This is an optimization exercise on Yosys and OpenROAD, whose aim is small area, a short achievable clock period and few clock cycles per item, not a production implementation. At most, simulation tests tie the RTL to the original design; equivalence was not proved. The RTL of run 1 was laid out without a check of its function. Power and IR drop assume default switching activity.

$ cat flow/run.sh
#!/bin/bash
set -euo pipefail
MARGIN=${MARGIN:-7.5}
bash standard.sh SETUP_SLACK_MARGIN=$MARGIN finish > standard_flow.log 2>&1
$ cat standard.sh
#!/bin/bash
# synth_recipe.tcl (not shown) runs the flow's synth.tcl, then flattens the netlist and writes it again
# the make line also repeats each setting of config.mk as NAME=value (left out here)
make -C /OpenROAD-flow-scripts/flow DESIGN_CONFIG=/design/flow/config.mk WORK_HOME=/design/flow/orfs CLKGATE_MAP_FILE= SYNTH_SCRIPT=/design/flow/synth_recipe.tcl "${@:-finish}"
$ cat config.mk
export PLATFORM = sky130hd
export DESIGN_NAME = cnn_layer_par
export DESIGN_NICKNAME = cnn_layer_par
export VERILOG_FILES = /design/flow/design.v
export SDC_FILE = /design/flow/constraint.sdc
export NUM_CORES = 4
export LEC_CHECK = 0
export CAP_MARGIN = 20
export CORE_MARGIN = 2
export CORE_UTILIZATION = 55
export CTS_CLUSTER_DIAMETER = 60
export CTS_CLUSTER_SIZE = 30
export SLEW_MARGIN = 20
$ cat constraint.sdc
create_clock -name core_clock -period 11.0 [get_ports {clk}]
set_input_delay 2.2000 -clock core_clock [delete_from_list [all_inputs] [get_ports {clk}]]
set_output_delay 2.2000 -clock core_clock [all_outputs]
set_load 0.01 [all_outputs]
$ cat design.v
package cnn_pkg;
  localparam int ACC_W = 35;
  function automatic logic [15:0] sat_relu(input logic [ACC_W-1:0] acc,
                                           input logic relu);
    logic hi_ones, hi_zeros;
    logic [15:0] r;
    hi_ones  = &acc[ACC_W-1:23];
    hi_zeros = ~|acc[ACC_W-1:23];
    if (hi_ones || hi_zeros) r = acc[23:8];
    else if (acc[ACC_W-1]) r = 16'h8000;
    else r = 16'h7fff;
    if (relu && acc[ACC_W-1]) r = 16'h0000;
    sat_relu = r;
  endfunction
  function automatic logic [15:0] sat_relu_cs(input logic [ACC_W-1:0] s,
                                              input logic [ACC_W-1:0] c,
                                              input logic [ACC_W-1:0] v,
                                              input logic relu);
    localparam int N = ACC_W - 23;
    logic [N-1:0] a, b, x;
    logic ok0, ok1, cin, fits, neg;
    logic [15:0] r;
    a = s[ACC_W-1:23];
    b = c[ACC_W-1:23];
    x = a ^ b;
    ok0 = 1'b1;
    ok1 = 1'b1;
    for (int i = 0; i < N - 1; i++) begin
      ok0 = ok0 & (x[i+1] == (a[i] | b[i]));
      ok1 = ok1 & (x[i+1] != (a[i] & b[i]));
    end
    cin  = v[23] ^ x[0];
    fits = (ok0 & (x[0] == cin)) | (ok1 & (x[0] != cin));
    neg  = v[ACC_W-1];
    if (fits) r = v[23:8];
    else if (neg) r = 16'h8000;
    else r = 16'h7fff;
    if (relu && neg) r = 16'h0000;
    sat_relu_cs = r;
  endfunction
endpackage
module cnn_mac_lane (
  input  logic        clk,
  input  logic        clr,      
  input  logic [7:0]  one,      
  input  logic [7:0]  two,      
  input  logic [7:0]  neg,      
  input  logic [7:0]  negv,     
  input  logic [15:0] w,        
  input  logic        relu,
  input  logic        en,
  output logic [15:0] out
);
  logic [34:0] s_q, c_q, s_d, c_d;
  wire pp0_0 = (one[0] & w[0]) ^ neg[0];
  wire pp0_1 = ((one[0] & w[1]) | (two[0] & w[0])) ^ neg[0];
  wire pp0_2 = ((one[0] & w[2]) | (two[0] & w[1])) ^ neg[0];
  wire pp0_3 = ((one[0] & w[3]) | (two[0] & w[2])) ^ neg[0];
  wire pp0_4 = ((one[0] & w[4]) | (two[0] & w[3])) ^ neg[0];
  wire pp0_5 = ((one[0] & w[5]) | (two[0] & w[4])) ^ neg[0];
  wire pp0_6 = ((one[0] & w[6]) | (two[0] & w[5])) ^ neg[0];
  wire pp0_7 = ((one[0] & w[7]) | (two[0] & w[6])) ^ neg[0];
  wire pp0_8 = ((one[0] & w[8]) | (two[0] & w[7])) ^ neg[0];
  wire pp0_9 = ((one[0] & w[9]) | (two[0] & w[8])) ^ neg[0];
  wire pp0_10 = ((one[0] & w[10]) | (two[0] & w[9])) ^ neg[0];
  wire pp0_11 = ((one[0] & w[11]) | (two[0] & w[10])) ^ neg[0];
  wire pp0_12 = ((one[0] & w[12]) | (two[0] & w[11])) ^ neg[0];
  wire pp0_13 = ((one[0] & w[13]) | (two[0] & w[12])) ^ neg[0];
  wire pp0_14 = ((one[0] & w[14]) | (two[0] & w[13])) ^ neg[0];
  wire pp0_15 = ((one[0] & w[15]) | (two[0] & w[14])) ^ neg[0];
  wire pp0_16 = ((one[0] & w[15]) | (two[0] & w[15])) ^ negv[0];
  wire pp1_0 = (one[1] & w[0]) ^ neg[1];
  wire pp1_1 = ((one[1] & w[1]) | (two[1] & w[0])) ^ neg[1];
  wire pp1_2 = ((one[1] & w[2]) | (two[1] & w[1])) ^ neg[1];
  wire pp1_3 = ((one[1] & w[3]) | (two[1] & w[2])) ^ neg[1];
  wire pp1_4 = ((one[1] & w[4]) | (two[1] & w[3])) ^ neg[1];
  wire pp1_5 = ((one[1] & w[5]) | (two[1] & w[4])) ^ neg[1];
  wire pp1_6 = ((one[1] & w[6]) | (two[1] & w[5])) ^ neg[1];
  wire pp1_7 = ((one[1] & w[7]) | (two[1] & w[6])) ^ neg[1];
  wire pp1_8 = ((one[1] & w[8]) | (two[1] & w[7])) ^ neg[1];
  wire pp1_9 = ((one[1] & w[9]) | (two[1] & w[8])) ^ neg[1];
  wire pp1_10 = ((one[1] & w[10]) | (two[1] & w[9])) ^ neg[1];
  wire pp1_11 = ((one[1] & w[11]) | (two[1] & w[10])) ^ neg[1];
  wire pp1_12 = ((one[1] & w[12]) | (two[1] & w[11])) ^ neg[1];
  wire pp1_13 = ((one[1] & w[13]) | (two[1] & w[12])) ^ neg[1];
  wire pp1_14 = ((one[1] & w[14]) | (two[1] & w[13])) ^ neg[1];
  wire pp1_15 = ((one[1] & w[15]) | (two[1] & w[14])) ^ neg[1];
  wire pp1_16 = ((one[1] & w[15]) | (two[1] & w[15])) ^ negv[1];
  wire pp2_0 = (one[2] & w[0]) ^ neg[2];
  wire pp2_1 = ((one[2] & w[1]) | (two[2] & w[0])) ^ neg[2];
  wire pp2_2 = ((one[2] & w[2]) | (two[2] & w[1])) ^ neg[2];
  wire pp2_3 = ((one[2] & w[3]) | (two[2] & w[2])) ^ neg[2];
  wire pp2_4 = ((one[2] & w[4]) | (two[2] & w[3])) ^ neg[2];
  wire pp2_5 = ((one[2] & w[5]) | (two[2] & w[4])) ^ neg[2];
  wire pp2_6 = ((one[2] & w[6]) | (two[2] & w[5])) ^ neg[2];
  wire pp2_7 = ((one[2] & w[7]) | (two[2] & w[6])) ^ neg[2];
  wire pp2_8 = ((one[2] & w[8]) | (two[2] & w[7])) ^ neg[2];
  wire pp2_9 = ((one[2] & w[9]) | (two[2] & w[8])) ^ neg[2];
  wire pp2_10 = ((one[2] & w[10]) | (two[2] & w[9])) ^ neg[2];
  wire pp2_11 = ((one[2] & w[11]) | (two[2] & w[10])) ^ neg[2];
  wire pp2_12 = ((one[2] & w[12]) | (two[2] & w[11])) ^ neg[2];
  wire pp2_13 = ((one[2] & w[13]) | (two[2] & w[12])) ^ neg[2];
  wire pp2_14 = ((one[2] & w[14]) | (two[2] & w[13])) ^ neg[2];
  wire pp2_15 = ((one[2] & w[15]) | (two[2] & w[14])) ^ neg[2];
  wire pp2_16 = ((one[2] & w[15]) | (two[2] & w[15])) ^ negv[2];
  wire pp3_0 = (one[3] & w[0]) ^ neg[3];
  wire pp3_1 = ((one[3] & w[1]) | (two[3] & w[0])) ^ neg[3];
  wire pp3_2 = ((one[3] & w[2]) | (two[3] & w[1])) ^ neg[3];
  wire pp3_3 = ((one[3] & w[3]) | (two[3] & w[2])) ^ neg[3];
  wire pp3_4 = ((one[3] & w[4]) | (two[3] & w[3])) ^ neg[3];
  wire pp3_5 = ((one[3] & w[5]) | (two[3] & w[4])) ^ neg[3];
  wire pp3_6 = ((one[3] & w[6]) | (two[3] & w[5])) ^ neg[3];
  wire pp3_7 = ((one[3] & w[7]) | (two[3] & w[6])) ^ neg[3];
  wire pp3_8 = ((one[3] & w[8]) | (two[3] & w[7])) ^ neg[3];
  wire pp3_9 = ((one[3] & w[9]) | (two[3] & w[8])) ^ neg[3];
  wire pp3_10 = ((one[3] & w[10]) | (two[3] & w[9])) ^ neg[3];
  wire pp3_11 = ((one[3] & w[11]) | (two[3] & w[10])) ^ neg[3];
  wire pp3_12 = ((one[3] & w[12]) | (two[3] & w[11])) ^ neg[3];
  wire pp3_13 = ((one[3] & w[13]) | (two[3] & w[12])) ^ neg[3];
  wire pp3_14 = ((one[3] & w[14]) | (two[3] & w[13])) ^ neg[3];
  wire pp3_15 = ((one[3] & w[15]) | (two[3] & w[14])) ^ neg[3];
  wire pp3_16 = ((one[3] & w[15]) | (two[3] & w[15])) ^ negv[3];
  wire pp4_0 = (one[4] & w[0]) ^ neg[4];
  wire pp4_1 = ((one[4] & w[1]) | (two[4] & w[0])) ^ neg[4];
  wire pp4_2 = ((one[4] & w[2]) | (two[4] & w[1])) ^ neg[4];
  wire pp4_3 = ((one[4] & w[3]) | (two[4] & w[2])) ^ neg[4];
  wire pp4_4 = ((one[4] & w[4]) | (two[4] & w[3])) ^ neg[4];
  wire pp4_5 = ((one[4] & w[5]) | (two[4] & w[4])) ^ neg[4];
  wire pp4_6 = ((one[4] & w[6]) | (two[4] & w[5])) ^ neg[4];
  wire pp4_7 = ((one[4] & w[7]) | (two[4] & w[6])) ^ neg[4];
  wire pp4_8 = ((one[4] & w[8]) | (two[4] & w[7])) ^ neg[4];
  wire pp4_9 = ((one[4] & w[9]) | (two[4] & w[8])) ^ neg[4];
  wire pp4_10 = ((one[4] & w[10]) | (two[4] & w[9])) ^ neg[4];
  wire pp4_11 = ((one[4] & w[11]) | (two[4] & w[10])) ^ neg[4];
  wire pp4_12 = ((one[4] & w[12]) | (two[4] & w[11])) ^ neg[4];
  wire pp4_13 = ((one[4] & w[13]) | (two[4] & w[12])) ^ neg[4];
  wire pp4_14 = ((one[4] & w[14]) | (two[4] & w[13])) ^ neg[4];
  wire pp4_15 = ((one[4] & w[15]) | (two[4] & w[14])) ^ neg[4];
  wire pp4_16 = ((one[4] & w[15]) | (two[4] & w[15])) ^ negv[4];
  wire pp5_0 = (one[5] & w[0]) ^ neg[5];
  wire pp5_1 = ((one[5] & w[1]) | (two[5] & w[0])) ^ neg[5];
  wire pp5_2 = ((one[5] & w[2]) | (two[5] & w[1])) ^ neg[5];
  wire pp5_3 = ((one[5] & w[3]) | (two[5] & w[2])) ^ neg[5];
  wire pp5_4 = ((one[5] & w[4]) | (two[5] & w[3])) ^ neg[5];
  wire pp5_5 = ((one[5] & w[5]) | (two[5] & w[4])) ^ neg[5];
  wire pp5_6 = ((one[5] & w[6]) | (two[5] & w[5])) ^ neg[5];
  wire pp5_7 = ((one[5] & w[7]) | (two[5] & w[6])) ^ neg[5];
  wire pp5_8 = ((one[5] & w[8]) | (two[5] & w[7])) ^ neg[5];
  wire pp5_9 = ((one[5] & w[9]) | (two[5] & w[8])) ^ neg[5];
  wire pp5_10 = ((one[5] & w[10]) | (two[5] & w[9])) ^ neg[5];
  wire pp5_11 = ((one[5] & w[11]) | (two[5] & w[10])) ^ neg[5];
  wire pp5_12 = ((one[5] & w[12]) | (two[5] & w[11])) ^ neg[5];
  wire pp5_13 = ((one[5] & w[13]) | (two[5] & w[12])) ^ neg[5];
  wire pp5_14 = ((one[5] & w[14]) | (two[5] & w[13])) ^ neg[5];
  wire pp5_15 = ((one[5] & w[15]) | (two[5] & w[14])) ^ neg[5];
  wire pp5_16 = ((one[5] & w[15]) | (two[5] & w[15])) ^ negv[5];
  wire pp6_0 = (one[6] & w[0]) ^ neg[6];
  wire pp6_1 = ((one[6] & w[1]) | (two[6] & w[0])) ^ neg[6];
  wire pp6_2 = ((one[6] & w[2]) | (two[6] & w[1])) ^ neg[6];
  wire pp6_3 = ((one[6] & w[3]) | (two[6] & w[2])) ^ neg[6];
  wire pp6_4 = ((one[6] & w[4]) | (two[6] & w[3])) ^ neg[6];
  wire pp6_5 = ((one[6] & w[5]) | (two[6] & w[4])) ^ neg[6];
  wire pp6_6 = ((one[6] & w[6]) | (two[6] & w[5])) ^ neg[6];
  wire pp6_7 = ((one[6] & w[7]) | (two[6] & w[6])) ^ neg[6];
  wire pp6_8 = ((one[6] & w[8]) | (two[6] & w[7])) ^ neg[6];
  wire pp6_9 = ((one[6] & w[9]) | (two[6] & w[8])) ^ neg[6];
  wire pp6_10 = ((one[6] & w[10]) | (two[6] & w[9])) ^ neg[6];
  wire pp6_11 = ((one[6] & w[11]) | (two[6] & w[10])) ^ neg[6];
  wire pp6_12 = ((one[6] & w[12]) | (two[6] & w[11])) ^ neg[6];
  wire pp6_13 = ((one[6] & w[13]) | (two[6] & w[12])) ^ neg[6];
  wire pp6_14 = ((one[6] & w[14]) | (two[6] & w[13])) ^ neg[6];
  wire pp6_15 = ((one[6] & w[15]) | (two[6] & w[14])) ^ neg[6];
  wire pp6_16 = ((one[6] & w[15]) | (two[6] & w[15])) ^ negv[6];
  wire pp7_0 = (one[7] & w[0]) ^ neg[7];
  wire pp7_1 = ((one[7] & w[1]) | (two[7] & w[0])) ^ neg[7];
  wire pp7_2 = ((one[7] & w[2]) | (two[7] & w[1])) ^ neg[7];
  wire pp7_3 = ((one[7] & w[3]) | (two[7] & w[2])) ^ neg[7];
  wire pp7_4 = ((one[7] & w[4]) | (two[7] & w[3])) ^ neg[7];
  wire pp7_5 = ((one[7] & w[5]) | (two[7] & w[4])) ^ neg[7];
  wire pp7_6 = ((one[7] & w[6]) | (two[7] & w[5])) ^ neg[7];
  wire pp7_7 = ((one[7] & w[7]) | (two[7] & w[6])) ^ neg[7];
  wire pp7_8 = ((one[7] & w[8]) | (two[7] & w[7])) ^ neg[7];
  wire pp7_9 = ((one[7] & w[9]) | (two[7] & w[8])) ^ neg[7];
  wire pp7_10 = ((one[7] & w[10]) | (two[7] & w[9])) ^ neg[7];
  wire pp7_11 = ((one[7] & w[11]) | (two[7] & w[10])) ^ neg[7];
  wire pp7_12 = ((one[7] & w[12]) | (two[7] & w[11])) ^ neg[7];
  wire pp7_13 = ((one[7] & w[13]) | (two[7] & w[12])) ^ neg[7];
  wire pp7_14 = ((one[7] & w[14]) | (two[7] & w[13])) ^ neg[7];
  wire pp7_15 = ((one[7] & w[15]) | (two[7] & w[14])) ^ neg[7];
  wire pp7_16 = ((one[7] & w[15]) | (two[7] & w[15])) ^ negv[7];
  wire hs0, hc0;
  assign {hc0, hs0} = {1'b0, s_q[12]} + {1'b0, c_q[12]};
  wire hs1, hc1;
  assign {hc1, hs1} = {1'b0, s_q[13]} + {1'b0, c_q[13]};
  wire fs0, fc0;
  assign {fc0, fs0} = {1'b0, s_q[14]} + {1'b0, c_q[14]} + {1'b0, neg[7]};
  wire hs2, hc2;
  assign {hc2, hs2} = {1'b0, pp0_14} + {1'b0, pp1_12};
  wire fs1, fc1;
  assign {fc1, fs1} = {1'b0, s_q[15]} + {1'b0, c_q[15]} + {1'b0, pp0_15};
  wire hs3, hc3;
  assign {hc3, hs3} = {1'b0, pp1_13} + {1'b0, pp2_11};
  wire fs2, fc2;
  assign {fc2, fs2} = {1'b0, s_q[16]} + {1'b0, c_q[16]} + {1'b0, pp0_16};
  wire hs4, hc4;
  assign {hc4, hs4} = {1'b0, pp1_14} + {1'b0, pp2_12};
  wire fs3, fc3;
  assign {fc3, fs3} = {1'b0, s_q[17]} + {1'b0, c_q[17]} + {1'b0, pp1_15};
  wire hs5, hc5;
  assign {hc5, hs5} = {1'b0, s_q[18]} + {1'b0, c_q[18]};
  wire hs6, hc6;
  assign {hc6, hs6} = {1'b0, s_q[6]} + {1'b0, c_q[6]};
  wire hs7, hc7;
  assign {hc7, hs7} = {1'b0, s_q[7]} + {1'b0, c_q[7]};
  wire fs4, fc4;
  assign {fc4, fs4} = {1'b0, s_q[8]} + {1'b0, c_q[8]} + {1'b0, neg[4]};
  wire hs8, hc8;
  assign {hc8, hs8} = {1'b0, pp0_8} + {1'b0, pp1_6};
  wire fs5, fc5;
  assign {fc5, fs5} = {1'b0, s_q[9]} + {1'b0, c_q[9]} + {1'b0, pp0_9};
  wire hs9, hc9;
  assign {hc9, hs9} = {1'b0, pp1_7} + {1'b0, pp2_5};
  wire fs6, fc6;
  assign {fc6, fs6} = {1'b0, s_q[10]} + {1'b0, c_q[10]} + {1'b0, neg[5]};
  wire fs7, fc7;
  assign {fc7, fs7} = {1'b0, pp0_10} + {1'b0, pp1_8} + {1'b0, pp2_6};
  wire hs10, hc10;
  assign {hc10, hs10} = {1'b0, pp3_4} + {1'b0, pp4_2};
  wire fs8, fc8;
  assign {fc8, fs8} = {1'b0, s_q[11]} + {1'b0, c_q[11]} + {1'b0, pp0_11};
  wire fs9, fc9;
  assign {fc9, fs9} = {1'b0, pp1_9} + {1'b0, pp2_7} + {1'b0, pp3_5};
  wire hs11, hc11;
  assign {hc11, hs11} = {1'b0, pp4_3} + {1'b0, pp5_1};
  wire fs10, fc10;
  assign {fc10, fs10} = {1'b0, neg[6]} + {1'b0, hs0} + {1'b0, pp0_12};
  wire fs11, fc11;
  assign {fc11, fs11} = {1'b0, pp1_10} + {1'b0, pp2_8} + {1'b0, pp3_6};
  wire fs12, fc12;
  assign {fc12, fs12} = {1'b0, pp4_4} + {1'b0, pp5_2} + {1'b0, pp6_0};
  wire fs13, fc13;
  assign {fc13, fs13} = {1'b0, hc0} + {1'b0, hs1} + {1'b0, pp0_13};
  wire fs14, fc14;
  assign {fc14, fs14} = {1'b0, pp1_11} + {1'b0, pp2_9} + {1'b0, pp3_7};
  wire fs15, fc15;
  assign {fc15, fs15} = {1'b0, pp4_5} + {1'b0, pp5_3} + {1'b0, pp6_1};
  wire fs16, fc16;
  assign {fc16, fs16} = {1'b0, hc1} + {1'b0, fs0} + {1'b0, pp2_10};
  wire fs17, fc17;
  assign {fc17, fs17} = {1'b0, pp3_8} + {1'b0, pp4_6} + {1'b0, pp5_4};
  wire fs18, fc18;
  assign {fc18, fs18} = {1'b0, pp6_2} + {1'b0, pp7_0} + {1'b0, hs2};
  wire fs19, fc19;
  assign {fc19, fs19} = {1'b0, fc0} + {1'b0, pp3_9} + {1'b0, pp4_7};
  wire fs20, fc20;
  assign {fc20, fs20} = {1'b0, pp5_5} + {1'b0, pp6_3} + {1'b0, pp7_1};
  wire fs21, fc21;
  assign {fc21, fs21} = {1'b0, hc2} + {1'b0, hs3} + {1'b0, fs1};
  wire fs22, fc22;
  assign {fc22, fs22} = {1'b0, pp3_10} + {1'b0, pp4_8} + {1'b0, pp5_6};
  wire fs23, fc23;
  assign {fc23, fs23} = {1'b0, pp6_4} + {1'b0, pp7_2} + {1'b0, hc3};
  wire fs24, fc24;
  assign {fc24, fs24} = {1'b0, hs4} + {1'b0, fc1} + {1'b0, fs2};
  wire fs25, fc25;
  assign {fc25, fs25} = {1'b0, pp2_13} + {1'b0, pp3_11} + {1'b0, pp4_9};
  wire fs26, fc26;
  assign {fc26, fs26} = {1'b0, pp5_7} + {1'b0, pp6_5} + {1'b0, pp7_3};
  wire fs27, fc27;
  assign {fc27, fs27} = {1'b0, hc4} + {1'b0, fc2} + {1'b0, fs3};
  wire fs28, fc28;
  assign {fc28, fs28} = {1'b0, hs5} + {1'b0, pp1_16} + {1'b0, pp2_14};
  wire fs29, fc29;
  assign {fc29, fs29} = {1'b0, pp3_12} + {1'b0, pp4_10} + {1'b0, pp5_8};
  wire fs30, fc30;
  assign {fc30, fs30} = {1'b0, pp6_6} + {1'b0, pp7_4} + {1'b0, fc3};
  wire fs31, fc31;
  assign {fc31, fs31} = {1'b0, s_q[19]} + {1'b0, c_q[19]} + {1'b0, hc5};
  wire fs32, fc32;
  assign {fc32, fs32} = {1'b0, pp2_15} + {1'b0, pp3_13} + {1'b0, pp4_11};
  wire fs33, fc33;
  assign {fc33, fs33} = {1'b0, pp5_9} + {1'b0, pp6_7} + {1'b0, pp7_5};
  wire fs34, fc34;
  assign {fc34, fs34} = {1'b0, s_q[20]} + {1'b0, c_q[20]} + {1'b0, pp2_16};
  wire fs35, fc35;
  assign {fc35, fs35} = {1'b0, pp3_14} + {1'b0, pp4_12} + {1'b0, pp5_10};
  wire hs12, hc12;
  assign {hc12, hs12} = {1'b0, pp6_8} + {1'b0, pp7_6};
  wire fs36, fc36;
  assign {fc36, fs36} = {1'b0, s_q[21]} + {1'b0, c_q[21]} + {1'b0, pp3_15};
  wire fs37, fc37;
  assign {fc37, fs37} = {1'b0, pp4_13} + {1'b0, pp5_11} + {1'b0, pp6_9};
  wire fs38, fc38;
  assign {fc38, fs38} = {1'b0, s_q[22]} + {1'b0, c_q[22]} + {1'b0, pp3_16};
  wire hs13, hc13;
  assign {hc13, hs13} = {1'b0, pp4_14} + {1'b0, pp5_12};
  wire fs39, fc39;
  assign {fc39, fs39} = {1'b0, s_q[23]} + {1'b0, c_q[23]} + {1'b0, pp4_15};
  wire hs14, hc14;
  assign {hc14, hs14} = {1'b0, s_q[24]} + {1'b0, c_q[24]};
  wire hs15, hc15;
  assign {hc15, hs15} = {1'b0, s_q[2]} + {1'b0, c_q[2]};
  wire hs16, hc16;
  assign {hc16, hs16} = {1'b0, s_q[3]} + {1'b0, c_q[3]};
  wire fs40, fc40;
  assign {fc40, fs40} = {1'b0, s_q[4]} + {1'b0, c_q[4]} + {1'b0, neg[2]};
  wire hs17, hc17;
  assign {hc17, hs17} = {1'b0, pp0_4} + {1'b0, pp1_2};
  wire fs41, fc41;
  assign {fc41, fs41} = {1'b0, s_q[5]} + {1'b0, c_q[5]} + {1'b0, pp0_5};
  wire hs18, hc18;
  assign {hc18, hs18} = {1'b0, pp1_3} + {1'b0, pp2_1};
  wire fs42, fc42;
  assign {fc42, fs42} = {1'b0, neg[3]} + {1'b0, hs6} + {1'b0, pp0_6};
  wire fs43, fc43;
  assign {fc43, fs43} = {1'b0, pp1_4} + {1'b0, pp2_2} + {1'b0, pp3_0};
  wire fs44, fc44;
  assign {fc44, fs44} = {1'b0, hc6} + {1'b0, hs7} + {1'b0, pp0_7};
  wire fs45, fc45;
  assign {fc45, fs45} = {1'b0, pp1_5} + {1'b0, pp2_3} + {1'b0, pp3_1};
  wire fs46, fc46;
  assign {fc46, fs46} = {1'b0, hc7} + {1'b0, fs4} + {1'b0, pp2_4};
  wire fs47, fc47;
  assign {fc47, fs47} = {1'b0, pp3_2} + {1'b0, pp4_0} + {1'b0, hs8};
  wire fs48, fc48;
  assign {fc48, fs48} = {1'b0, fc4} + {1'b0, pp3_3} + {1'b0, pp4_1};
  wire fs49, fc49;
  assign {fc49, fs49} = {1'b0, hc8} + {1'b0, hs9} + {1'b0, fs5};
  wire fs50, fc50;
  assign {fc50, fs50} = {1'b0, fs6} + {1'b0, pp5_0} + {1'b0, hc9};
  wire fs51, fc51;
  assign {fc51, fs51} = {1'b0, hs10} + {1'b0, fc5} + {1'b0, fs7};
  wire fs52, fc52;
  assign {fc52, fs52} = {1'b0, fc6} + {1'b0, hc10} + {1'b0, hs11};
  wire fs53, fc53;
  assign {fc53, fs53} = {1'b0, fc7} + {1'b0, fs8} + {1'b0, fs9};
  wire fs54, fc54;
  assign {fc54, fs54} = {1'b0, hc11} + {1'b0, fc8} + {1'b0, fc9};
  wire fs55, fc55;
  assign {fc55, fs55} = {1'b0, fs10} + {1'b0, fs11} + {1'b0, fs12};
  wire fs56, fc56;
  assign {fc56, fs56} = {1'b0, fc10} + {1'b0, fc11} + {1'b0, fc12};
  wire fs57, fc57;
  assign {fc57, fs57} = {1'b0, fs13} + {1'b0, fs14} + {1'b0, fs15};
  wire fs58, fc58;
  assign {fc58, fs58} = {1'b0, fc13} + {1'b0, fc14} + {1'b0, fc15};
  wire fs59, fc59;
  assign {fc59, fs59} = {1'b0, fs16} + {1'b0, fs17} + {1'b0, fs18};
  wire fs60, fc60;
  assign {fc60, fs60} = {1'b0, fc16} + {1'b0, fc17} + {1'b0, fs19};
  wire fs61, fc61;
  assign {fc61, fs61} = {1'b0, fs20} + {1'b0, fc18} + {1'b0, fs21};
  wire fs62, fc62;
  assign {fc62, fs62} = {1'b0, fc19} + {1'b0, fc20} + {1'b0, fs22};
  wire fs63, fc63;
  assign {fc63, fs63} = {1'b0, fs23} + {1'b0, fc21} + {1'b0, fs24};
  wire fs64, fc64;
  assign {fc64, fs64} = {1'b0, fc22} + {1'b0, fs25} + {1'b0, fs26};
  wire fs65, fc65;
  assign {fc65, fs65} = {1'b0, fc23} + {1'b0, fc24} + {1'b0, fs27};
  wire fs66, fc66;
  assign {fc66, fs66} = {1'b0, fc25} + {1'b0, fc26} + {1'b0, fs28};
  wire fs67, fc67;
  assign {fc67, fs67} = {1'b0, fs29} + {1'b0, fs30} + {1'b0, fc27};
  wire fs68, fc68;
  assign {fc68, fs68} = {1'b0, fs31} + {1'b0, fc28} + {1'b0, fc29};
  wire fs69, fc69;
  assign {fc69, fs69} = {1'b0, fs32} + {1'b0, fs33} + {1'b0, fc30};
  wire fs70, fc70;
  assign {fc70, fs70} = {1'b0, fc31} + {1'b0, hs12} + {1'b0, fc32};
  wire fs71, fc71;
  assign {fc71, fs71} = {1'b0, fc33} + {1'b0, fs34} + {1'b0, fs35};
  wire fs72, fc72;
  assign {fc72, fs72} = {1'b0, pp7_7} + {1'b0, hc12} + {1'b0, fc34};
  wire fs73, fc73;
  assign {fc73, fs73} = {1'b0, fc35} + {1'b0, fs36} + {1'b0, fs37};
  wire fs74, fc74;
  assign {fc74, fs74} = {1'b0, pp6_10} + {1'b0, pp7_8} + {1'b0, hs13};
  wire fs75, fc75;
  assign {fc75, fs75} = {1'b0, fc36} + {1'b0, fc37} + {1'b0, fs38};
  wire fs76, fc76;
  assign {fc76, fs76} = {1'b0, pp5_13} + {1'b0, pp6_11} + {1'b0, pp7_9};
  wire fs77, fc77;
  assign {fc77, fs77} = {1'b0, hc13} + {1'b0, fc38} + {1'b0, fs39};
  wire fs78, fc78;
  assign {fc78, fs78} = {1'b0, hs14} + {1'b0, pp4_16} + {1'b0, pp5_14};
  wire fs79, fc79;
  assign {fc79, fs79} = {1'b0, pp6_12} + {1'b0, pp7_10} + {1'b0, fc39};
  wire fs80, fc80;
  assign {fc80, fs80} = {1'b0, s_q[25]} + {1'b0, c_q[25]} + {1'b0, hc14};
  wire fs81, fc81;
  assign {fc81, fs81} = {1'b0, pp5_15} + {1'b0, pp6_13} + {1'b0, pp7_11};
  wire fs82, fc82;
  assign {fc82, fs82} = {1'b0, s_q[26]} + {1'b0, c_q[26]} + {1'b0, pp5_16};
  wire hs19, hc19;
  assign {hc19, hs19} = {1'b0, pp6_14} + {1'b0, pp7_12};
  wire fs83, fc83;
  assign {fc83, fs83} = {1'b0, s_q[27]} + {1'b0, c_q[27]} + {1'b0, pp6_15};
  wire hs20, hc20;
  assign {hc20, hs20} = {1'b0, s_q[28]} + {1'b0, c_q[28]};
  wire hs21, hc21;
  assign {hc21, hs21} = {1'b0, s_q[0]} + {1'b0, c_q[0]};
  wire hs22, hc22;
  assign {hc22, hs22} = {1'b0, s_q[1]} + {1'b0, c_q[1]};
  wire fs84, fc84;
  assign {fc84, fs84} = {1'b0, neg[1]} + {1'b0, hs15} + {1'b0, pp0_2};
  wire fs85, fc85;
  assign {fc85, fs85} = {1'b0, hc15} + {1'b0, hs16} + {1'b0, pp0_3};
  wire fs86, fc86;
  assign {fc86, fs86} = {1'b0, hc16} + {1'b0, fs40} + {1'b0, pp2_0};
  wire fs87, fc87;
  assign {fc87, fs87} = {1'b0, fc40} + {1'b0, hc17} + {1'b0, hs18};
  wire fs88, fc88;
  assign {fc88, fs88} = {1'b0, hc18} + {1'b0, fc41} + {1'b0, fs42};
  wire fs89, fc89;
  assign {fc89, fs89} = {1'b0, fc42} + {1'b0, fc43} + {1'b0, fs44};
  wire fs90, fc90;
  assign {fc90, fs90} = {1'b0, fc44} + {1'b0, fc45} + {1'b0, fs46};
  wire fs91, fc91;
  assign {fc91, fs91} = {1'b0, fc46} + {1'b0, fs48} + {1'b0, fc47};
  wire fs92, fc92;
  assign {fc92, fs92} = {1'b0, fc48} + {1'b0, fs50} + {1'b0, fc49};
  wire fs93, fc93;
  assign {fc93, fs93} = {1'b0, fc50} + {1'b0, fs52} + {1'b0, fc51};
  wire fs94, fc94;
  assign {fc94, fs94} = {1'b0, fc52} + {1'b0, fs54} + {1'b0, fc53};
  wire fs95, fc95;
  assign {fc95, fs95} = {1'b0, fc54} + {1'b0, fs56} + {1'b0, fc55};
  wire fs96, fc96;
  assign {fc96, fs96} = {1'b0, fc56} + {1'b0, fs58} + {1'b0, fc57};
  wire fs97, fc97;
  assign {fc97, fs97} = {1'b0, fc58} + {1'b0, fs60} + {1'b0, fc59};
  wire fs98, fc98;
  assign {fc98, fs98} = {1'b0, fc60} + {1'b0, fs62} + {1'b0, fc61};
  wire fs99, fc99;
  assign {fc99, fs99} = {1'b0, fc62} + {1'b0, fs64} + {1'b0, fc63};
  wire fs100, fc100;
  assign {fc100, fs100} = {1'b0, fc64} + {1'b0, fs66} + {1'b0, fc65};
  wire fs101, fc101;
  assign {fc101, fs101} = {1'b0, fs68} + {1'b0, fc66} + {1'b0, fc67};
  wire fs102, fc102;
  assign {fc102, fs102} = {1'b0, fc68} + {1'b0, fs70} + {1'b0, fs71};
  wire fs103, fc103;
  assign {fc103, fs103} = {1'b0, fc70} + {1'b0, fs72} + {1'b0, fc71};
  wire fs104, fc104;
  assign {fc104, fs104} = {1'b0, fs74} + {1'b0, fc72} + {1'b0, fc73};
  wire fs105, fc105;
  assign {fc105, fs105} = {1'b0, fs76} + {1'b0, fc74} + {1'b0, fc75};
  wire fs106, fc106;
  assign {fc106, fs106} = {1'b0, fc76} + {1'b0, fs78} + {1'b0, fs79};
  wire fs107, fc107;
  assign {fc107, fs107} = {1'b0, fs80} + {1'b0, fc78} + {1'b0, fs81};
  wire fs108, fc108;
  assign {fc108, fs108} = {1'b0, fc80} + {1'b0, hs19} + {1'b0, fc81};
  wire fs109, fc109;
  assign {fc109, fs109} = {1'b0, pp7_13} + {1'b0, hc19} + {1'b0, fc82};
  wire fs110, fc110;
  assign {fc110, fs110} = {1'b0, hs20} + {1'b0, pp6_16} + {1'b0, pp7_14};
  wire fs111, fc111;
  assign {fc111, fs111} = {1'b0, s_q[29]} + {1'b0, c_q[29]} + {1'b0, hc20};
  wire hs23, hc23;
  assign {hc23, hs23} = {1'b0, s_q[30]} + {1'b0, c_q[30]};
  wire hs24, hc24;
  assign {hc24, hs24} = {1'b0, neg[0]} + {1'b0, hs21};
  wire fs112, fc112;
  assign {fc112, fs112} = {1'b0, hc21} + {1'b0, hs22} + {1'b0, pp0_1};
  wire fs113, fc113;
  assign {fc113, fs113} = {1'b0, hc22} + {1'b0, pp1_0} + {1'b0, fs84};
  wire fs114, fc114;
  assign {fc114, fs114} = {1'b0, pp1_1} + {1'b0, fc84} + {1'b0, fs85};
  wire fs115, fc115;
  assign {fc115, fs115} = {1'b0, hs17} + {1'b0, fc85} + {1'b0, fs86};
  wire fs116, fc116;
  assign {fc116, fs116} = {1'b0, fc86} + {1'b0, fs41} + {1'b0, fs87};
  wire fs117, fc117;
  assign {fc117, fs117} = {1'b0, fs43} + {1'b0, fc87} + {1'b0, fs88};
  wire fs118, fc118;
  assign {fc118, fs118} = {1'b0, fs45} + {1'b0, fc88} + {1'b0, fs89};
  wire fs119, fc119;
  assign {fc119, fs119} = {1'b0, fs47} + {1'b0, fc89} + {1'b0, fs90};
  wire fs120, fc120;
  assign {fc120, fs120} = {1'b0, fc90} + {1'b0, fs49} + {1'b0, fs91};
  wire fs121, fc121;
  assign {fc121, fs121} = {1'b0, fs51} + {1'b0, fc91} + {1'b0, fs92};
  wire fs122, fc122;
  assign {fc122, fs122} = {1'b0, fs53} + {1'b0, fc92} + {1'b0, fs93};
  wire fs123, fc123;
  assign {fc123, fs123} = {1'b0, fs55} + {1'b0, fc93} + {1'b0, fs94};
  wire fs124, fc124;
  assign {fc124, fs124} = {1'b0, fs57} + {1'b0, fc94} + {1'b0, fs95};
  wire fs125, fc125;
  assign {fc125, fs125} = {1'b0, fs59} + {1'b0, fc95} + {1'b0, fs96};
  wire fs126, fc126;
  assign {fc126, fs126} = {1'b0, fc96} + {1'b0, fs61} + {1'b0, fs97};
  wire fs127, fc127;
  assign {fc127, fs127} = {1'b0, fs63} + {1'b0, fc97} + {1'b0, fs98};
  wire fs128, fc128;
  assign {fc128, fs128} = {1'b0, fs65} + {1'b0, fc98} + {1'b0, fs99};
  wire fs129, fc129;
  assign {fc129, fs129} = {1'b0, fs67} + {1'b0, fc99} + {1'b0, fs100};
  wire fs130, fc130;
  assign {fc130, fs130} = {1'b0, fs69} + {1'b0, fc100} + {1'b0, fs101};
  wire fs131, fc131;
  assign {fc131, fs131} = {1'b0, fc69} + {1'b0, fs102} + {1'b0, fc101};
  wire fs132, fc132;
  assign {fc132, fs132} = {1'b0, fs73} + {1'b0, fc102} + {1'b0, fs103};
  wire fs133, fc133;
  assign {fc133, fs133} = {1'b0, fs75} + {1'b0, fc103} + {1'b0, fs104};
  wire fs134, fc134;
  assign {fc134, fs134} = {1'b0, fs77} + {1'b0, fc104} + {1'b0, fs105};
  wire fs135, fc135;
  assign {fc135, fs135} = {1'b0, fc77} + {1'b0, fc105} + {1'b0, fs106};
  wire fs136, fc136;
  assign {fc136, fs136} = {1'b0, fc79} + {1'b0, fs107} + {1'b0, fc106};
  wire fs137, fc137;
  assign {fc137, fs137} = {1'b0, fs82} + {1'b0, fs108} + {1'b0, fc107};
  wire fs138, fc138;
  assign {fc138, fs138} = {1'b0, fs83} + {1'b0, fc108} + {1'b0, fs109};
  wire fs139, fc139;
  assign {fc139, fs139} = {1'b0, fc83} + {1'b0, fs110} + {1'b0, fc109};
  wire fs140, fc140;
  assign {fc140, fs140} = {1'b0, fs111} + {1'b0, pp7_15} + {1'b0, fc110};
  wire fs141, fc141;
  assign {fc141, fs141} = {1'b0, hs23} + {1'b0, fc111} + {1'b0, pp7_16};
  wire fs142, fc142;
  assign {fc142, fs142} = {1'b0, s_q[31]} + {1'b0, c_q[31]} + {1'b0, hc23};
  wire hs25, hc25;
  assign {hc25, hs25} = {1'b0, s_q[32]} + {1'b0, c_q[32]};
  wire hs26, hc26;
  assign {hc26, hs26} = {1'b0, s_q[33]} + {1'b0, c_q[33]};
  wire hs27, hc27;
  assign {hc27, hs27} = {1'b0, s_q[34]} + {1'b0, c_q[34]};
  assign s_d = {hc26, hc25, hs25, fs142, fs141, fs140, fc138, fc137, fs137, fc135, fc134, fc133, fc132, fs132, fc130, fc129, fc128, fc127, fc126, fc125, fc124, fc123, fc122, fc121, fc120, fc119, fc118, fc117, fc116, fc115, fc114, fc113, fc112, hc24, hs24};
  assign c_d = {hs27, hs26, fc142, fc141, fc140, fc139, fs139, fs138, fc136, fs136, fs135, fs134, fs133, fc131, fs131, fs130, fs129, fs128, fs127, fs126, fs125, fs124, fs123, fs122, fs121, fs120, fs119, fs118, fs117, fs116, fs115, fs114, fs113, fs112, pp0_0};
  always_ff @(posedge clk) begin
    if (clr) begin
      s_q <= 35'h500030080;   
      c_q <= '0;
    end else begin
      s_q <= s_d;
      c_q <= c_d;
    end
  end
  logic [34:0] v;
  logic [15:0] res;
  assign v = s_q + c_q;
  always_comb begin
    res = cnn_pkg::sat_relu_cs(s_q, c_q, v, relu);
    if (!en) res = '0;
  end
  always_ff @(posedge clk) out <= res;
endmodule
module cnn_layer_par (
  input  logic         clk,
  input  logic         reset,
  input  logic         start,
  input  logic [3:0]   ch_en,
  input  logic         relu_en,
  input  logic         wt_we,
  input  logic [1:0]   wt_ch,
  input  logic [0:0]   wt_w,
  input  logic [3:0]   wt_tap,
  input  logic [15:0]  wt_data,
  input  logic         in_valid,
  output logic         in_ready,
  input  logic [63:0]  in_data,
  output logic [127:0] out_data,
  output logic [3:0]   finished
);
  logic       busy_q;      
  logic [8:0] tap_q;       
  logic       rdy_q;
  logic [3:0] en_q, fin_q;
  logic       relu_q;
  logic       first_q;     
  logic       p1_q;        
  logic       p2_q;        
  logic       clr_q;       
  logic       go, hs;
  assign go = start & ~busy_q;
  assign hs = in_valid & rdy_q & (busy_q | start);
  always_ff @(posedge clk) begin
    if (reset) begin
      busy_q  <= 1'b0;
      tap_q   <= 9'd1;
      rdy_q   <= 1'b1;
      en_q    <= '0;
      relu_q  <= 1'b0;
      fin_q   <= '0;
      first_q <= 1'b0;
      p1_q    <= 1'b0;
      p2_q    <= 1'b0;
      clr_q   <= 1'b1;
    end else begin
      clr_q   <= p2_q;
      first_q <= hs & tap_q[0];
      p1_q    <= hs & tap_q[8];
      p2_q    <= p1_q;
      if (go) begin
        busy_q <= 1'b1;
        en_q   <= ch_en;
        relu_q <= relu_en;
        fin_q  <= '0;
      end else if (p2_q) begin
        busy_q <= 1'b0;
        fin_q  <= '1;
      end
      if (p2_q) begin
        tap_q <= 9'd1;
        rdy_q <= 1'b1;
      end else if (hs) begin
        tap_q <= tap_q << 1;
        rdy_q <= ~tap_q[8];
      end
    end
  end
  logic [15:0] wt_q [72];
  logic        wv_q;         
  logic        wclr_q;       
  logic [2:0]  wl_q;         
  logic [8:0]  wt1_q;        
  logic [15:0] wd_q;         
  logic        wt_ok;
  assign wt_ok = wt_we & ~busy_q & (wt_tap < 4'd9);
  always_ff @(posedge clk) begin
    wclr_q <= reset;
    wv_q   <= ~reset & wt_ok;
    wl_q   <= {wt_ch, wt_w};
    wd_q   <= wt_data;
    for (int t = 0; t < 9; t++) wt1_q[t] <= (wt_tap == 4'(t));
  end
  for (genvar i = 0; i < 72; i++) begin : g_wt
    localparam int L = i / 9;
    localparam int T = i % 9;
    wire wen = wclr_q | (wv_q && wl_q == 3'(L) && wt1_q[T]);
    always_ff @(posedge clk) begin
      if (wen) wt_q[i] <= wclr_q ? 16'd0 : wd_q;
    end
  end
  logic [7:0]  one_q [4];
  logic [7:0]  two_q [4];
  logic [7:0]  neg_q [4];
  logic [7:0]  negv_q [4];
  logic [15:0] w_q   [8];
  for (genvar c = 0; c < 4; c++) begin : g_enc
    logic [16:0] xe;
    logic [7:0] one_d, two_d, neg_d, negv_d;
    assign xe = {in_data[16*c +: 16], 1'b0};
    always_comb begin
      for (int j = 0; j < 8; j++) begin
        one_d[j] = hs & (xe[2*j+1] ^ xe[2*j]);
        two_d[j] = hs & ((xe[2*j+2] & ~xe[2*j+1] & ~xe[2*j]) | (~xe[2*j+2] & xe[2*j+1] & xe[2*j]));
        neg_d[j] = hs & xe[2*j+2];
        negv_d[j] = hs & ~xe[2*j+2];
      end
    end
    always_ff @(posedge clk) begin
      one_q[c] <= one_d;
      two_q[c] <= two_d;
      neg_q[c] <= neg_d;
      negv_q[c] <= negv_d;
    end
  end
  for (genvar l = 0; l < 8; l++) begin : g_wsel
    logic [15:0] ws;
    always_comb begin
      ws = '0;
      for (int t = 0; t < 9; t++) begin
        ws = ws | (wt_q[l*9 + t] & {16{tap_q[t]}});
      end
    end
    wire hit = wclr_q | (wv_q && wl_q == 3'(l) && |(wt1_q & tap_q));
    always_ff @(posedge clk) w_q[l] <= hit ? (wclr_q ? 16'd0 : wd_q) : ws;
  end
  for (genvar l = 0; l < 8; l++) begin : g_lane
    cnn_mac_lane u_lane (
      .clk   (clk),
      .clr (go),
      .one   (one_q[l/2]),
      .two   (two_q[l/2]),
      .neg   (neg_q[l/2]),
      .negv  (negv_q[l/2]),
      .w     (w_q[l]),
      .relu  (relu_q),
      .en    (en_q[l/2]),
      .out   (out_data[16*l +: 16])
    );
  end
  assign in_ready = rdy_q;
  assign finished = fin_q;
endmodule
==> flow_metrics.tcl, run 1 <==
set metrics [dict create \
    hold_depth 1 \
    synth.avg_cell_area_um2 11.32 \
    r2r_end "w_q[3][13]" \
    grt_pass1_wl_um 579300 \
    die_w_um 489.7 \
    worstHoldPathType "reg -> reg" \
    ys_types 101 \
    vias 89290 \
    cp-end-kind "primary output" \
    status "no timing/DRC/antenna violations" \
    skew_ns 0.06242 \
    fillCellCount 18960 \
    ios 230 \
    grt_max_degree 122 \
    slew_violations 0 \
    postPlaceCellArea_um2 134100 \
    holdWs_ns 0.4496 \
    grtUsageTotal_pct 32.25 \
    setup_ws_ns 7.308 \
    wl_um 390000 \
    period_minus_slack_ns 3.692 \
    irDropWorstVdd_uv 184.2 \
    core_area_um2 235000 \
    nets 12950 \
    regToRegSetupSlack_ns 7.45 \
    fin_tns_setup_ns 0 \
    grt_pass1_vias 89600 \
    drive_gt1_share_pct 11.44 \
    crit_path_top_delay_cell "dfxtp_4" \
    cp_top_family "flip-flops" \
    grt-ovfl-total 0 \
    total_power_mw 30.87 \
    r2r_start "tap_q[4]" \
    synth_cells 11460 \
    numPortBuffers 229 \
    start_kind "flip-flop" \
    routed_via_density 6.146 \
    setup_viol 0 \
    cts-root-buf "clkbuf_16" \
    cp.arrival_ns 1.49 \
    period_share_pct 33.57 \
    dp_cells 14080 \
    synth_most_common_cell "inv_1" \
    cts_hold_buf 0 \
    instances_no_fill 14530 \
    async_flop_share_pct 0 \
    max-cap-violations 0 \
    first_pass_iters 8 \
    cts.sinks 2145 \
    route.detailed.drc 0 \
    htree_levels 4 \
    yosysWarnings 14 \
    syn_area_um2 129800 \
    total_leakage_power_nw 54.51 \
    path_clk_slew_ns 0.09 \
    critPathKind "reg -> out" \
    worst_pin_slew_ns 1.132 \
    yosys_register_bits 2145 \
    synth_top_area_share_pct 26.66 \
    num_rows 178 \
    syn_to_final_growth_pct 10.86 \
    cts_buffer_depth 3 \
    reg2reg_depth 6 \
    synth-seq-area-share_pct 41.98 \
    rsz0062_at_grt "yes" \
    critPathMaxFanout 4 \
    post-dp-hpwl_um 248100 \
    slew_headroom_pct 24.52 \
    finalHoldViolCount 0 \
    synthTopCellsByArea "edfxtp_1 (27%), fa_1 (18%), dfxtp_1 (15%)" \
    fin_util_pct 61.22 \
    ys.flop_type "edfxtp_1" \
    post-place-ws_ns 5.752 \
    synth-edff-count 1152 \
    antenna_found_initial 22 \
    yosysTopAreaCell "edfxtp_1" \
    required_ns 8.80 \
    die-area_um2 239800 \
    place.gp.congestion 0.8992 \
    numCtsBuffers 162 \
    path_cells "buf_12, buf_6" \
    power_per_cell_area_nw_per_um2 214.6 \
    hp-start "p1_q" \
    cts_tree "built" \
    syn-num-nets 13180 \
    fmax_ghz 0.2708 \
    die_h_um 489.7 \
    critical_path_buf_inv_count 2 \
    insertion_delay_ns 0.86 \
    wl_per_cell_um 26.84 \
    stdcell_area_um2 143900 \
    initial_core_util_pct 55.23 \
    yosys-top-cells-count "inv_1 (1279), a22oi_1 (1218), fa_1 (1161)" \
    ant_nets 0 \
    hold-path-endpoint "p2_q" \
    drt_iter0_drc 10470 \
    cp_slowest_stage_delay_ns 0.36 \
]
==> worst register-to-register path, cell delays in order (launching register included) <==
cell	delay [ns]
dfxtp_4	0.67
buf_4	0.64
buf_4	0.68
a222oi_1	0.23
nand3_1	0.15
a221oi_1	0.06
a211oi_1	0.90
==> cell type report <==
cell class                 count  area [um2]  area share [%]
multi-input combinational   7088       68080           47.33
sequential                  2145       55060           38.27
timing repair buffer         543        5813           4.041
inverter                    1288        4857           3.376
clock buffer                 178        4207           2.924
tap                         3150        3941           2.740
clock inverter               126        1867           1.298
antenna                       11       27.53         0.01913
==> registers in the layout, indices dropped and copies added (netlist names) <==
| register | count |
|---|---|
| wt_q | 1152 |
| p1_q | 1 |
| rdy_q | 1 |
| g_lane.u_lane.out | 128 |
| fin_q | 1 |
| g_lane.u_lane.s_q | 280 |
| wclr_q | 1 |
| two_q | 32 |
| relu_q | 1 |
| one_q | 32 |
| wv_q | 1 |
| en_q | 4 |
| wt1_q | 9 |
| negv_q | 32 |
| w_q | 128 |
| p2_q | 1 |
| g_lane.u_lane.c_q | 280 |
| tap_q | 9 |
| wd_q | 16 |
| neg_q | 32 |
| wl_q | 3 |
| busy_q | 1 |
==> layer usage <==
metal | wire length [um] | global-route usage [%]
met5 | 30 | 0.1409
met4 | 13880 | 10.53
met3 | 36750 | 5.978
met2 | 174500 | 49.18
met1 | 164800 | 46.65
==> cells by family (layout without fill, tap and decap cells) <==
family / Yosys count / after routing / share of synthesized area [%]
buf+inv: 2229 / 2135 / 6.494
compound gates: 2404 / 2404 / 13.59
fa+ha+maj: 1625 / 1625 / 22.38
mux: 9 / 9 / 0.08195
flops: 2145 / 2145 / 41.98
simple gates: 1673 / 1675 / 6.183
other cells: 0 / 11 / 0
xor+xnor: 1375 / 1375 / 9.292
==> placed cells by master, fill, tap and decap left out, types with 23 or more instances in the layout <==
| cell | instances |
|---|---|
| a211oi_1 | 144 |
| a21o_1 | 95 |
| a21oi_1 | 261 |
| a221oi_1 | 134 |
| a222oi_1 | 129 |
| a22oi_1 | 1176 |
| a22oi_2 | 42 |
| a31oi_1 | 30 |
| and2_1 | 318 |
| buf_12 | 53 |
| buf_2 | 65 |
| buf_4 | 184 |
| buf_6 | 106 |
| clkbuf_16 | 171 |
| clkdlybuf4s50_1 | 94 |
| clkinv_8 | 34 |
| dfxtp_1 | 743 |
| dfxtp_2 | 140 |
| dfxtp_4 | 110 |
| edfxtp_1 | 1152 |
| fa_1 | 1111 |
| fa_2 | 50 |
| ha_1 | 463 |
| inv_1 | 1254 |
| inv_2 | 27 |
| inv_6 | 25 |
| nand2_1 | 280 |
| nand2b_1 | 49 |
| nand3_1 | 186 |
| nand4_1 | 50 |
| nor2_1 | 603 |
| nor3_1 | 42 |
| nor4_1 | 23 |
| o21ai_0 | 152 |
| xnor2_1 | 635 |
| xor2_1 | 702 |
==> repair_timing <==
item	in CTS	in global routing
buffers inserted	75	45
resized for setup	1049	348
pin swaps	96	172
setup endpoints to repair	1602	774
cloned	10	6
==> where the power goes <==
group / switching [mW] / internal [mW]
registers: 0.909 / 9.76
logic: 7.72 / 5.85
clock network: 3.47 / 3.15
==> how the worst max path moves through the flow <==
stage,from,endpoint,slack (ns),cells after the start
after floorplan,neg_q[3][1],g_lane[7].u_lane.c_q[18],7.46,11
after global placement,start,g_lane[6].u_lane.s_q[7],5.79,5
after detailed placement,start,g_lane[6].u_lane.c_q[23],5.75,5
after CTS,fin_q[0],finished[2],7.22,2
after global routing,fin_q[0],finished[2],7.25,2
final,fin_q[0],finished[2],7.31,2
==> run 2: changes to the inputs <==
--- a/design.v
+++ b/design.v
@@ -605,4 +605,6 @@
         busy_q <= 1'b0;
         fin_q  <= '1;
+      end else if (busy_q) begin
+        fin_q  <= fin_q | ~en_q;    
       end
       if (p2_q) begin
--- a/config.mk
+++ b/config.mk
@@ -11,3 +11,4 @@
 export CTS_CLUSTER_DIAMETER = 60
 export CTS_CLUSTER_SIZE = 30
+export PLACE_DENSITY = 0.72
 export SLEW_MARGIN = 20
==> flow_metrics.tcl, run 2 <==
set metrics [dict create \
    status "no timing/DRC/antenna violations" \
    route.detailed.drc 0 \
    die_w_um 489.6 \
    async_flop_share_pct 0 \
    r2r_start "one_q[2][0]" \
    rsz0062_at_grt "yes" \
    setup_ws_ns 7.376 \
    hold_depth 1 \
    crit_path_top_delay_cell "dfxtp_4" \
    critPathKind "reg -> out" \
    syn-num-nets 13190 \
    cp_slowest_stage_delay_ns 0.43 \
    total_power_mw 31.01 \
    grt-ovfl-total 0 \
    wl_um 372300 \
    numPortBuffers 229 \
    synth_most_common_cell "inv_1" \
    vias 90720 \
    worstHoldPathType "reg -> reg" \
    worst-path-stages 1 \
    yosys_register_bits 2148 \
    instances_no_fill 14540 \
    die-area_um2 239700 \
    mostFrequentLayoutCell "inv_1" \
    dp_cells 14060 \
    worst_pin_slew_ns 1.101 \
    fin_tns_setup_ns 0 \
    die_h_um 489.6 \
    ant_nets 0 \
    syn_to_final_growth_pct 10.83 \
    start_kind "flip-flop" \
    syn_area_um2 129700 \
    irDropWorstVdd_uv 218.3 \
    period_share_pct 32.95 \
    synth-seq-area-share_pct 42.05 \
    yosys-top-cells-count "inv_1 (1270), a22oi_1 (1220), fa_1 (1161)" \
    yosysTopAreaCell "edfxtp_1" \
    cp.arrival_ns 1.42 \
    initial_core_util_pct 55.25 \
    synthTopCellsByArea "edfxtp_1 (27%), fa_1 (18%), dfxtp_1 (15%)" \
    antenna_found_initial 28 \
    cts_buffer_depth 3 \
    fillCellCount 17940 \
    ios 230 \
    max-cap-violations 0 \
    post-place-ws_ns 5.383 \
    first_pass_iters 10 \
    path_cells "buf_6" \
    ys_types 97 \
    drive_gt1_share_pct 11.62 \
    grt_max_degree 130 \
    finalHoldViolCount 0 \
    drt_iter0_drc 12260 \
    reg2reg_depth 12 \
    skew_ns 0.06814 \
    critPathMaxFanout 2 \
    hp-start "p1_q" \
    wl_per_cell_um 25.61 \
    synth_top_area_share_pct 26.67 \
    fmax_ghz 0.2759 \
    final_cell_mix "inv_1 (1242), a22oi_1 (1171), edfxtp_1 (1152), fa_1 (1096), dfxtp_1 (707)" \
    synth_cells 11470 \
    htree_levels 4 \
    yosysWarnings 14 \
    post-dp-hpwl_um 232000 \
    routed_via_density 6.242 \
    cts_tree "built" \
    nets 12960 \
    cp_top_family "flip-flops" \
    grt_pass1_wl_um 561300 \
    critical_path_buf_inv_count 1 \
    numCtsBuffers 161 \
    path_clk_slew_ns 0.09 \
    cts.sinks 2148 \
    ys.flop_type "edfxtp_1" \
    cts-root-buf "clkbuf_16" \
    place.gp.congestion 0.9115 \
    slew_headroom_pct 26.63 \
    cp-end-kind "primary output" \
    total_leakage_power_nw 54.41 \
    core_area_um2 234700 \
    insertion_delay_ns 0.91 \
    startpoint "fin_q[3]" \
    synth-edff-count 1152 \
    slew_violations 0 \
    largest-register "wt_q" \
    power_per_cell_area_nw_per_um2 215.7 \
    cts_hold_buf 0 \
    num_rows 178 \
    synth.avg_cell_area_um2 11.31 \
    reg_top3 "wt_q x1152, g_lane.u_lane.c_q x280, g_lane.u_lane.s_q x280" \
    grtUsageTotal_pct 30.60 \
    period_minus_slack_ns 3.624 \
    required_ns 8.80 \
    grt_pass1_vias 92400 \
    fin_util_pct 61.23 \
    setup_viol 0 \
    largest_reg_flops 1152 \
]
[run 2: final timing paths]
check	end	slack, ns
hold reg to reg	p2_q	0.45
hold / removal	p2_q	0.45
setup / recovery	finished[3]	7.38
setup reg to reg	g_lane[4].u_lane.c_q[16]	7.44
[run 2: report_power, final]
part / total [mW] / switching [mW] / internal, mW
Clock: 6.55 / 3.30 / 3.25
Combinational: 13.7 / 7.78 / 5.95
Sequential: 10.7 / 0.945 / 9.78
Total: 31.0 / 12.0 / 19.0
[run 2: cell type report]
| class | instances | area (um2) | share of cell area (%) |
|---|---|---|---|
| Antenna cell | 8 | 20.02 | 0.01393 |
| Clock buffer | 187 | 4410 | 3.068 |
| Clock inverter | 111 | 1519 | 1.057 |
| Inverter | 1280 | 4855 | 3.378 |
| Multi-Input combinational cell | 7104 | 67810 | 47.17 |
| Sequential cell | 2148 | 55140 | 38.36 |
| Tap cell | 3150 | 3941 | 2.742 |
| Timing Repair Buffer | 547 | 6048 | 4.208 |
[run 2: metal layers]
layer	part of all wire (%)	global-route usage [%]	vias up
li1	-	-	38690
met1	38	41.85	45090
met2	46	47.45	5889
met3	12	7.316	1052
met4	4.0	11.52	10
met5	0.019	0	-
[run 2: timing repair]
action / CTS / global route
buffers inserted: 93 / 54
resized for setup: 1121 / 299
setup endpoints to repair: 1203 / 388
cloned: 17 / 5
pin swaps: 102 / 170
[run 2: cells by family after synthesis]
family | synth area share, %
AO/OA/AOI/OAI | 13.39
multiplexers | 0.1216
buffers and inverters | 6.461
AND/OR/NAND/NOR | 6.237
adder cells (fa/ha/maj) | 22.40
flip-flops | 42.05
XOR/XNOR | 9.338
[run 2: through the flow]
stage          area, um2  hold slack, ns
2_1_floorplan     129900          0.4138
3_3_place_gp      133800          0.4184
3_5_place_dp      133800          0.4297
4_1_cts           142000          0.4513
5_1_grt           143700          0.4826
6_report          143700          0.4450
Testbench counts of run 2, summed over its fixed seeds: cycles 2,816, passes 256.
==> run 3: changes to the inputs <==
==> flow/run.sh (replaced) <==
#!/bin/bash
set -euo pipefail
MARGIN=${MARGIN:-8}
bash standard.sh SETUP_SLACK_MARGIN=$MARGIN finish > standard_flow.log 2>&1
--- a/config.mk
+++ b/config.mk
@@ -11,4 +11,3 @@
 export CTS_CLUSTER_DIAMETER = 60
 export CTS_CLUSTER_SIZE = 30
-export PLACE_DENSITY = 0.72
 export SLEW_MARGIN = 20
==> flow_metrics.tcl, run 3 <==
set metrics [dict create \
    critical_path_buf_inv_count 1 \
    grt_pass1_vias 93730 \
    fmax_ghz 0.2823 \
    power_frac_clock_pct 20.2 \
    reg_top3 "wt_q x1152, g_lane.u_lane.c_q x280, g_lane.u_lane.s_q x280" \
    post-dp-hpwl_um 247500 \
    yosys_register_bits 2148 \
    ys.flop_type "edfxtp_1" \
    grt-ovfl-total 0 \
    postPlaceCellArea_um2 135300 \
    num_rows 178 \
    place.gp.congestion 0.8946 \
    cts_hold_buf 0 \
    cp_slowest_stage_delay_ns 0.36 \
    yosysTopAreaCell "edfxtp_1" \
    die-area_um2 239700 \
    synth-seq-area-share_pct 42.05 \
    register_area_um2 55340 \
    nets 13420 \
    yosys-top-cells-count "inv_1 (1270), a22oi_1 (1220), fa_1 (1161)" \
    syn_to_final_growth_pct 19.89 \
    cp_top_family "flip-flops" \
    grt_max_degree 118 \
    route.detailed.drc 0 \
    stdcell_area_um2 155500 \
    drive_gt1_share_pct 26.58 \
    largest_reg_flops 1152 \
    gr-usage-met2_pct 51.90 \
    die_w_um 489.6 \
    syn_area_um2 129700 \
    final_cell_mix "edfxtp_1 (1152), inv_1 (1066), a22oi_1 (819), dfxtp_1 (704), fa_1 (699)" \
    fin_tns_setup_ns 0 \
    grt_pass1_wl_um 616000 \
    grt_use_met3_pct 7.819 \
    slew_headroom_pct 26.05 \
    critPathMaxFanout 1 \
    routed_via_density 6.176 \
    start_kind "flip-flop" \
    critPathKind "reg -> out" \
    pwr-share-comb_pct 47.2 \
    initial_core_util_pct 55.25 \
    skew_ns 0.05962 \
    ys_types 97 \
    yosysWarnings 14 \
    period_minus_slack_ns 3.542 \
    synth_cells 11470 \
    grt_use_met1_pct 49.56 \
    synth_top_area_share_pct 26.67 \
    power_frac_seq_pct 32.5 \
    largest-register "wt_q" \
    htree_levels 4 \
    worst_pin_slew_ns 1.108 \
    p_int_mw 19.93 \
    cts.sinks 2148 \
    fillCellCount 17560 \
    synth_most_common_cell "inv_1" \
    numCtsBuffers 165 \
    multi_input_area_um2 73390 \
    required_ns 8.80 \
    die_h_um 489.6 \
    irDropWorstVdd_uv 165.7 \
    core_area_um2 234700 \
    path_cells "buf_6" \
    synthTopCellsByArea "edfxtp_1 (27%), fa_1 (18%), dfxtp_1 (15%)" \
    total_leakage_power_nw 57.84 \
    synth-edff-count 1152 \
    max-cap-violations 0 \
    cts_tree "built" \
    async_flop_share_pct 0 \
    grtUsageTotal_pct 34.57 \
    status "no timing/DRC/antenna violations" \
    period_share_pct 32.20 \
    wl_per_cell_um 28.09 \
    antenna_found_initial 17 \
    vias 92610 \
    cp-end-kind "primary output" \
    rsz0062_at_grt "yes" \
    cts-root-buf "clkbuf_16" \
    first_pass_iters 9 \
    setup_viol 0 \
    drt_iter0_drc 10380 \
    switching_share_pct 39.50 \
    cp.arrival_ns 1.34 \
    cts_buffer_depth 3 \
    ant_nets 0 \
    syn-num-nets 13190 \
    finalHoldViolCount 0 \
    p_switching_mw 13.01 \
    insertion_delay_ns 0.90 \
    synth.avg_cell_area_um2 11.31 \
    busiest_layer "met2" \
    path_clk_slew_ns 0.07 \
    worstHoldPathType "reg -> reg" \
    mostFrequentLayoutCell "edfxtp_1" \
    ios 230 \
    power_per_cell_area_nw_per_um2 211.8 \
    numPortBuffers 229 \
    crit_path_top_delay_cell "dfxtp_2" \
    wl_um 421200 \
    slew_violations 0 \
]
## run 3: changes by cell type in the layout (fill, tap and decap cells not counted), moves of 81 or more
cell / change
inv_1: -176
buf_4: +156
a22oi_2: +352
fa_2: +397
a22oi_1: -352
inv_2: +175
dfxtp_4: +81
buf_12: +85
fa_1: -397
buf_6: +89
## run 3: metal layers
layer / part of all wire (%) / wire (um)
met4: 3.6 / 15150
met3: 11 / 44750
met1: 41 / 174700
met5: 0.0036 / 15
met2: 44 / 186600
## run 3: through the flow
step                      hold slack [ns]  power (mW)  util [%]  setup WS [ns]  instances
after floorplan                    0.4138       20.78         -          7.639      11470
after global placement             0.4241       24.19     57.65          5.575      14090
after detailed placement           0.4287       24.53     57.66          5.508      14090
after CTS                          0.4483       32.14     64.35          7.401      14830
after global routing               0.4743       35.40     66.23          7.419      14990
final                              0.4430       32.93     66.24          7.458      15000
## run 3: logic make-up (layout without fill, tap and decap cells)
kind of cell | after synthesis | in the layout | synth area share, %
compound gates | 2375 | 2376 | 13.39
xor+xnor | 1381 | 1381 | 9.338
fa+ha+maj | 1625 | 1625 | 22.40
buf+inv | 2217 | 2575 | 6.461
flops | 2148 | 2148 | 42.05
mux | 13 | 16 | 0.1216
other cells | 0 | 8 | 0
simple gates | 1706 | 1716 | 6.237
## run 3: repair_timing
action                                   CTS  global route
resized for setup                       2162           806
pin swaps                                676           662
setup buffers                            352           142
endpoints found under the setup margin  2611          1289
gates cloned                              70            20
## run 3: path summary, 6_finish.rpt
kind,startpoint,end,slack [ns],depth (start not counted)
worst max-delay path,g_lane[3].u_lane.out[4],out_data[52],7.46,1
worst max register to register,one_q[0][0],g_lane[0].u_lane.c_q[16],7.52,12
worst min register to register,p1_q,p2_q,0.44,1
worst min-delay path,p1_q,p2_q,0.44,1
## run 3: area by class of cell
cell class	count	share of cell area, %
Sequential cell	2148	35.59
Timing Repair inverter	2	0.02092
Clock buffer	184	2.755
Inverter	1280	3.145
Tap cell	3150	2.535
Timing Repair Buffer	982	7.628
Multi-Input combinational cell	7114	47.20
Clock inverter	127	1.108
Antenna cell	8	0.01288
## run 3: power groups by stage
stage	Sequential (mW)	Clock [mW]	Combinational [mW]
after global routing	10.8	7.02	17.5
after CTS	10.7	6.74	14.7
after detailed placement	10.9	0	13.7
after global placement	10.8	0	13.4
final	10.7	6.65	15.6
after floorplan	10.4	0	10.4

## re-timing with driven ports
No port has a modelled driver above. Below, the same layouts with a new extraction and two added sets of constraints.
Step 1 (the two cells are an assumption about what drives the block):
set clk [get_ports {clk}]
set_driving_cell -lib_cell sky130_fd_sc_hd__clkbuf_16 $clk
set_driving_cell -lib_cell sky130_fd_sc_hd__buf_2 [delete_from_list [all_inputs] $clk]
Step 2 adds t to the input delays and takes it off the output delays; t is the mean of the earliest and latest rising clock arrival at the registers after step 1. Input paths then give back, and output paths get back, about the clock's delay inside the block.
Slacks: ideal ports / drivers / drivers and shift; pairs: ideal ports / drivers.
run	shift t [ns]	setup slack, ns	worst setup path after step 2
run 1	0.934	7.308 / 7.208 / 6.643	input to register
run 2	0.948	7.376 / 7.294 / 6.690	input to register
run 3	0.958	7.458 / 7.368 / 7.103	input to register
After both steps every run listed still meets setup and hold. For run 2, which loses most, drivers alone change the setup slack by -0.082 ns; drivers and shift together by -0.686 ns.
